What follows belongs to an exercise in optimizing a design on an open flow for small area; a production flow would make more cautious choices.
Function was checked by simulation only, so behaviour that the tests miss may differ from the original.
Power and IR drop assume default switching activity.

==> run a: inputs <==
==> flow/design.v <==
package fir_pkg;
  localparam int unsigned DEF_DATA_W = 16;
  localparam int unsigned DEF_COEF_W = 18;
  localparam int unsigned DEF_TAPS   = 102;
  localparam int unsigned NDIG  = DEF_COEF_W / 2;
  localparam int unsigned ACC_W = 25;
endpackage
module fir_coef_ram #(
  parameter int unsigned DEPTH  = 4,
  parameter int unsigned COEF_W = 18,
  parameter int unsigned AW     = 2
) (
  input  logic              clk,
  input  logic              rst,
  input  logic              we,
  input  logic [AW-1:0]     waddr,
  input  logic [COEF_W-1:0] wdata,
  input  logic [AW-1:0]     ph_next,    
  output logic [COEF_W-1:0] head
);
  logic [DEPTH-1:0][COEF_W-1:0] mem_q;
  logic [AW:0]                  diff;
  logic [AW-1:0]                wslot;
  logic                         wvalid;
  logic [COEF_W-1:0]            wd;
  assign diff   = {1'b0, waddr} - {1'b0, ph_next};
  assign wslot  = diff[AW] ? AW'(diff[AW-1:0] + AW'(DEPTH)) : diff[AW-1:0];
  assign wvalid = we && (waddr < AW'(DEPTH));
  assign wd     = wdata & {COEF_W{!rst}};
  assign head   = mem_q[0];
  always_ff @(posedge clk) begin
    for (int unsigned i = 0; i < DEPTH; i++) begin
      if (rst || (wvalid && (wslot == AW'(i)))) mem_q[i] <= wd;
      else                                      mem_q[i] <= mem_q[(i + 1) % DEPTH];
    end
  end
endmodule
module fir_symm_tdm #(
  parameter int unsigned DATA_W    = fir_pkg::DEF_DATA_W,
  parameter int unsigned COEF_W    = fir_pkg::DEF_COEF_W,
  parameter int unsigned TAPS      = fir_pkg::DEF_TAPS,
  parameter int unsigned OUT_SHIFT = 16
) (
  input  logic                          clk,
  input  logic                          rst,
  input  logic                          clear,
  input  logic                          in_valid,
  output logic                          in_ready,
  input  logic [DATA_W-1:0]             in_data,
  input  logic                          coef_we,
  input  logic [5:0]                    coef_addr,
  input  logic [COEF_W-1:0]             coef_wdata,
  output logic                          out_valid,
  output logic [DATA_W-1:0]             out_data,
  output logic                          out_sat
);
  localparam int unsigned H     = TAPS / 2;
  localparam int unsigned AW    = 6;
  localparam int unsigned NDIG  = fir_pkg::NDIG;
  localparam int unsigned ACC_W = fir_pkg::ACC_W;
  localparam logic signed [ACC_W-1:0] RND_C = ACC_W'(1) << (OUT_SHIFT - 1);
  typedef enum logic [1:0] {
    ST_IDLE = 2'd0,
    ST_ZERO = 2'd1,
    ST_ADJ  = 2'd2,
    ST_PASS = 2'd3
  } state_e;
  state_e        st_q;
  logic [AW-1:0] ph_q, ph_d;    
  logic [6:0]    cnt_q;         
  logic [3:0]    dig_q;         
  logic          out_valid_q;
  logic          accept;
  logic          ph_last;
  logic          len_a;         
  logic          ld_b;          
  logic          short_b;       
  assign ph_last  = (ph_q == AW'(H - 1));
  assign ph_d     = ph_last ? '0 : ph_q + AW'(1);
  assign in_ready = (st_q == ST_IDLE) && ph_last && !clear && !rst;
  assign accept   = in_valid && in_ready;
  assign len_a    = (st_q == ST_ADJ) && (cnt_q < 7'(H + 1));
  assign ld_b     = (st_q == ST_ZERO) || ((st_q == ST_ADJ) && (cnt_q == '0));
  assign short_b  = (st_q == ST_ADJ) && (cnt_q != '0) && (cnt_q < 7'(H));
  always_ff @(posedge clk or posedge rst) begin
    if (rst) begin
      st_q        <= ST_ZERO;
      ph_q        <= '0;
      cnt_q       <= '0;
      dig_q       <= '0;
      out_valid_q <= 1'b0;
    end else begin
      ph_q        <= ph_d;
      out_valid_q <= 1'b0;
      if (clear) begin
        st_q  <= ST_ZERO;
        cnt_q <= '0;
      end else begin
        case (st_q)
          ST_ZERO: begin
            cnt_q <= cnt_q + 7'd1;
            if (cnt_q == 7'(TAPS + 2)) st_q <= ST_IDLE;
          end
          ST_IDLE: begin
            if (accept) begin
              st_q  <= ST_ADJ;
              cnt_q <= '0;
            end
          end
          ST_ADJ: begin
            cnt_q <= cnt_q + 7'd1;
            if (cnt_q == 7'(TAPS - 1)) begin
              st_q  <= ST_PASS;
              dig_q <= '0;
            end
          end
          default: begin   
            if (ph_last) begin
              dig_q <= dig_q + 4'd1;
              if (dig_q == 4'(NDIG - 1)) begin
                st_q        <= ST_IDLE;
                out_valid_q <= 1'b1;
              end
            end
          end
        endcase
      end
    end
  end
  logic [H-1:0][DATA_W-1:0] ra_q;
  logic [DATA_W-1:0]        xa_q;
  logic [H-2:0][DATA_W-1:0] rb_q;
  logic [DATA_W-1:0]        yb_q;
  logic [DATA_W-1:0]        a_in;
  always_comb begin
    if (st_q == ST_ZERO) a_in = '0;
    else if (len_a)      a_in = xa_q;
    else if (accept)     a_in = in_data;
    else                 a_in = ra_q[0];
  end
  always_ff @(posedge clk) begin
    for (int unsigned i = 0; i + 1 < H; i++) ra_q[i] <= ra_q[i+1];
    ra_q[H-1] <= a_in;
    xa_q      <= ra_q[0];
    for (int unsigned i = 0; i + 2 < H; i++) rb_q[i] <= rb_q[i+1];
    rb_q[H-2] <= short_b ? rb_q[0] : yb_q;
    if (ld_b)          yb_q <= xa_q;
    else if (!short_b) yb_q <= rb_q[0];
  end
  logic [COEF_W-1:0] c_head;
  logic [COEF_W:0]   coef_x;     
  logic [2:0]        bwin;
  fir_coef_ram #(
    .DEPTH  (H),
    .COEF_W (COEF_W),
    .AW     (AW)
  ) u_coef_ram (
    .clk     (clk),
    .rst     (rst),
    .we      (coef_we),
    .waddr   (coef_addr),
    .wdata   (coef_wdata),
    .ph_next (ph_d),
    .head    (c_head)
  );
  assign coef_x = {c_head, 1'b0};
  always_comb begin
    bwin = '0;
    for (int unsigned d = 0; d < NDIG; d++) begin
      if (dig_q == 4'(d)) bwin = coef_x[2*d +: 3];
    end
  end
  logic signed [DATA_W:0]   pre;
  logic                     b_neg, b_two, b_one;
  logic signed [DATA_W+1:0] pmag;
  logic signed [ACC_W-1:0]  acc_q, acc_src, acc_add;
  assign pre   = $signed({ra_q[0][DATA_W-1], ra_q[0]}) + $signed({rb_q[0][DATA_W-1], rb_q[0]});
  assign b_neg = bwin[2] && !(bwin[1] && bwin[0]);
  assign b_one = bwin[1] ^ bwin[0];
  assign b_two = (bwin == 3'b011) || (bwin == 3'b100);
  always_comb begin
    if (b_two)      pmag = {pre, 1'b0};
    else if (b_one) pmag = {pre[DATA_W], pre};
    else            pmag = '0;
    acc_add = ACC_W'(pmag) ^ {ACC_W{b_neg}};
    if (st_q != ST_PASS || (ph_q == '0 && dig_q == '0)) acc_src = RND_C;
    else if (ph_q == '0)                                acc_src = acc_q >>> 2;
    else                                                acc_src = acc_q;
  end
  always_ff @(posedge clk) begin
    acc_q <= acc_src + acc_add + ACC_W'(b_neg);
  end
  logic sat_hi, sat_lo;
  assign sat_hi    = !acc_q[ACC_W-1] && (acc_q[ACC_W-2:DATA_W-1] != '0);
  assign sat_lo    =  acc_q[ACC_W-1] && (acc_q[ACC_W-2:DATA_W-1] != '1);
  assign out_valid = out_valid_q;
  assign out_sat   = sat_hi || sat_lo;
  assign out_data  = sat_hi ? {1'b0, {(DATA_W-1){1'b1}}} :
                     sat_lo ? {1'b1, {(DATA_W-1){1'b0}}} : acc_q[DATA_W-1:0];
endmodule
==> flow/flow/run.sh <==
#!/bin/bash
# Standard layout, with clock tree synthesis told not to add dummy loads and to
# cluster up to 34 flip-flops per leaf buffer, and the smallest buffer on the ports.
set -euo pipefail
export CTS_ARGS="-sink_clustering_enable -repair_clock_nets -dont_use_dummy_load -sink_clustering_size 34 -sink_clustering_max_diameter 60"
export BUFFER_PORTS_ARGS="-buffer_cell sky130_fd_sc_hd__buf_1"
bash standard.sh > standard_flow.log 2>&1
==> flow/standard.sh <==
#!/bin/bash
# synth_recipe.tcl (not shown) runs the flow's synth.tcl, then flattens the netlist and writes it again
# the make line also repeats each setting of config.mk as NAME=value (left out here)
make -C /OpenROAD-flow-scripts/flow DESIGN_CONFIG=/design/flow/config.mk WORK_HOME=/design/flow/orfs CLKGATE_MAP_FILE= SYNTH_SCRIPT=/design/flow/synth_recipe.tcl "${@:-finish}"
==> flow/config.mk <==
export PLATFORM = sky130hd
export DESIGN_NAME = fir_symm_tdm
export DESIGN_NICKNAME = fir_symm_tdm
export VERILOG_FILES = /design/flow/design.v
export SDC_FILE = /design/flow/constraint.sdc
export NUM_CORES = 4
export LEC_CHECK = 0
export ABC_AREA = 1
export CAP_MARGIN = 20
export CORE_MARGIN = 2
export CORE_UTILIZATION = 70
export SLEW_MARGIN = 20
==> flow/constraint.sdc <==
create_clock -name core_clock -period 12.0 [get_ports {clk}]
set_input_delay 2.4000 -clock core_clock [delete_from_list [all_inputs] [get_ports {clk}]]
set_output_delay 2.4000 -clock core_clock [all_outputs]
set_load 0.01 [all_outputs]
==> run b: changes against run a <==
--- a/flow/design.v
+++ b/flow/design.v
@@ -30,8 +30,9 @@
   assign head   = mem_q[0];
   always_ff @(posedge clk) begin
     for (int unsigned i = 0; i < DEPTH; i++) begin
-      if (rst || (wvalid && (wslot == AW'(i)))) mem_q[i] <= wd;
-      else                                      mem_q[i] <= mem_q[(i + 1) % DEPTH];
+      if (rst || (wvalid && (wslot == AW'(i)))) mem_q[i] <= (i % 2 == 1) ? ~wd : wd;
+      else if (i + 1 == DEPTH)                  mem_q[i] <= mem_q[0];
+      else                                      mem_q[i] <= ~mem_q[i + 1];
     end
   end
 endmodule
==> flow/flow/run.sh (replaced) <==
#!/bin/bash
# The standard layout (standard.sh) with three changes:
#  - synthesis is the standard flow's own script, except that ABC maps the logic with
#    flow/abc_area.script, an area-only mapping (flip-flops are not touched);
#  - clock tree synthesis adds no dummy loads and clusters up to 30 flip-flops
#    within 55 um per leaf buffer;
#  - the port buffers are the smallest buffer cell.
# All tool output goes to standard_flow.log and to the ORFS logs under orfs/logs.
set -euo pipefail
work=$PWD
std=$(sed -n 's/.* SYNTH_SCRIPT=\([^ ]*\) .*/\1/p' standard.sh)
[[ -n "$std" ]]
cat > my_synth.tcl <<TCL
proc abc {args} {
  set i [lsearch -exact \$args -script]
  if {\$i >= 0} { lset args [expr {\$i + 1}] $work/flow/abc_area.script }
  yosys abc {*}\$args
}
source $std
TCL
sed "s# SYNTH_SCRIPT=[^ ]* # SYNTH_SCRIPT=$work/my_synth.tcl #" standard.sh > my_standard.sh
grep -q "SYNTH_SCRIPT=$work/my_synth.tcl" my_standard.sh
export CTS_ARGS="-sink_clustering_enable -repair_clock_nets -dont_use_dummy_load -sink_clustering_size 30 -sink_clustering_max_diameter 55"
export BUFFER_PORTS_ARGS="-buffer_cell sky130_fd_sc_hd__buf_1"
bash my_standard.sh > standard_flow.log 2>&1
==> flow/flow/abc_area.script (new file) <==
strash;dch;map -a;amap
- CORE_UTILIZATION: 70 -> 75
- PLACE_DENSITY: not set -> 0.8
==> run notes <==
Met1 routing resource usage after global routing: run a 33.1%; run b 42.8%
Critical hold path startpoint: run a ra_q[483]; run b rb_q[669]
Number of placement rows: run a 114; run b 106
Combined buffer and inverter count along the critical path: run a 3; run b 8
Final Instance Area: run a 72000 um2; run b 69300 um2
Number of global-route vias before repair: run a 35.2k; run b 36.9k
Flip-flop and latch share of the layout cell area: run a 73.0%; run b 75.8%
Sequential share of the synthesized area: run a 77.0%; run b 82.6%
Area share of the largest cell type after synthesis: run a 75.6%; run b 81.0%
Share of the final layout cell area in multi-input gates: run a 18.9%; run b 14.9%
Met2 Usage GRT: run a 39.9%; run b 52.5%
Final worst-path setup slack: run a 6.15 ns; run b 2.98 ns
Inserted Diodes: run a 1; run b 5
Count of placed standard cells including taps: run a 6904; run b 5771
Fraction of layout instances using a drive strength above 1: run a 4.05%; run b 4.95%
CTS clock-pin slew for the worst setup and hold paths: run a 0.11 ns; run b 0.09 ns
Clock tree cell share of total cell area: run a 4.17%; run b 4.73%
Outcome: run a no timing/DRC/antenna violations; run b no timing/DRC/antenna violations
DR iter-0 viols: run a 2447; run b 3941
Worst ir drop on vdd: run a 0.171 mV; run b 0.189 mV
Met3 global-route usage: run a 3.37%; run b 7.25%
Pin count of the biggest net entering global routing: run a 51; run b 69
Hold path endpoint: run a ra_q[467]; run b rb_q[653]

separate check: timing with driven ports:
Ports are ideal in the flow. The routed layouts listed here were re-timed in OpenROAD. Step 1 sets driving cells, clkbuf_16 on the clock port and buf_2 on the other inputs (assumed; they add their load-dependent delay and slew). Step 2 moves the port delays by t, midway between the first and last clock arrival at a register: inputs arrive t later, outputs are due t later. That takes back most of the time a late clock gives input paths. Slacks: no drivers / after step 1 / after step 2; pairs: no drivers / after step 1.
| run | shift t [ns] | setup slack, ns | worst setup path at the end | cell pins on the clock port's net |
|---|---|---|---|---|
| run a | 0.772 | 6.148 / 6.124 / 5.908 | input to register | 1 |
| run b | 0.793 | 2.983 / 2.983 / 2.983 | register to register | 1 |
After both steps every run listed still meets setup and hold. For run a, which loses most, drivers alone change the setup slack by -0.024 ns; drivers and shift together by -0.240 ns.
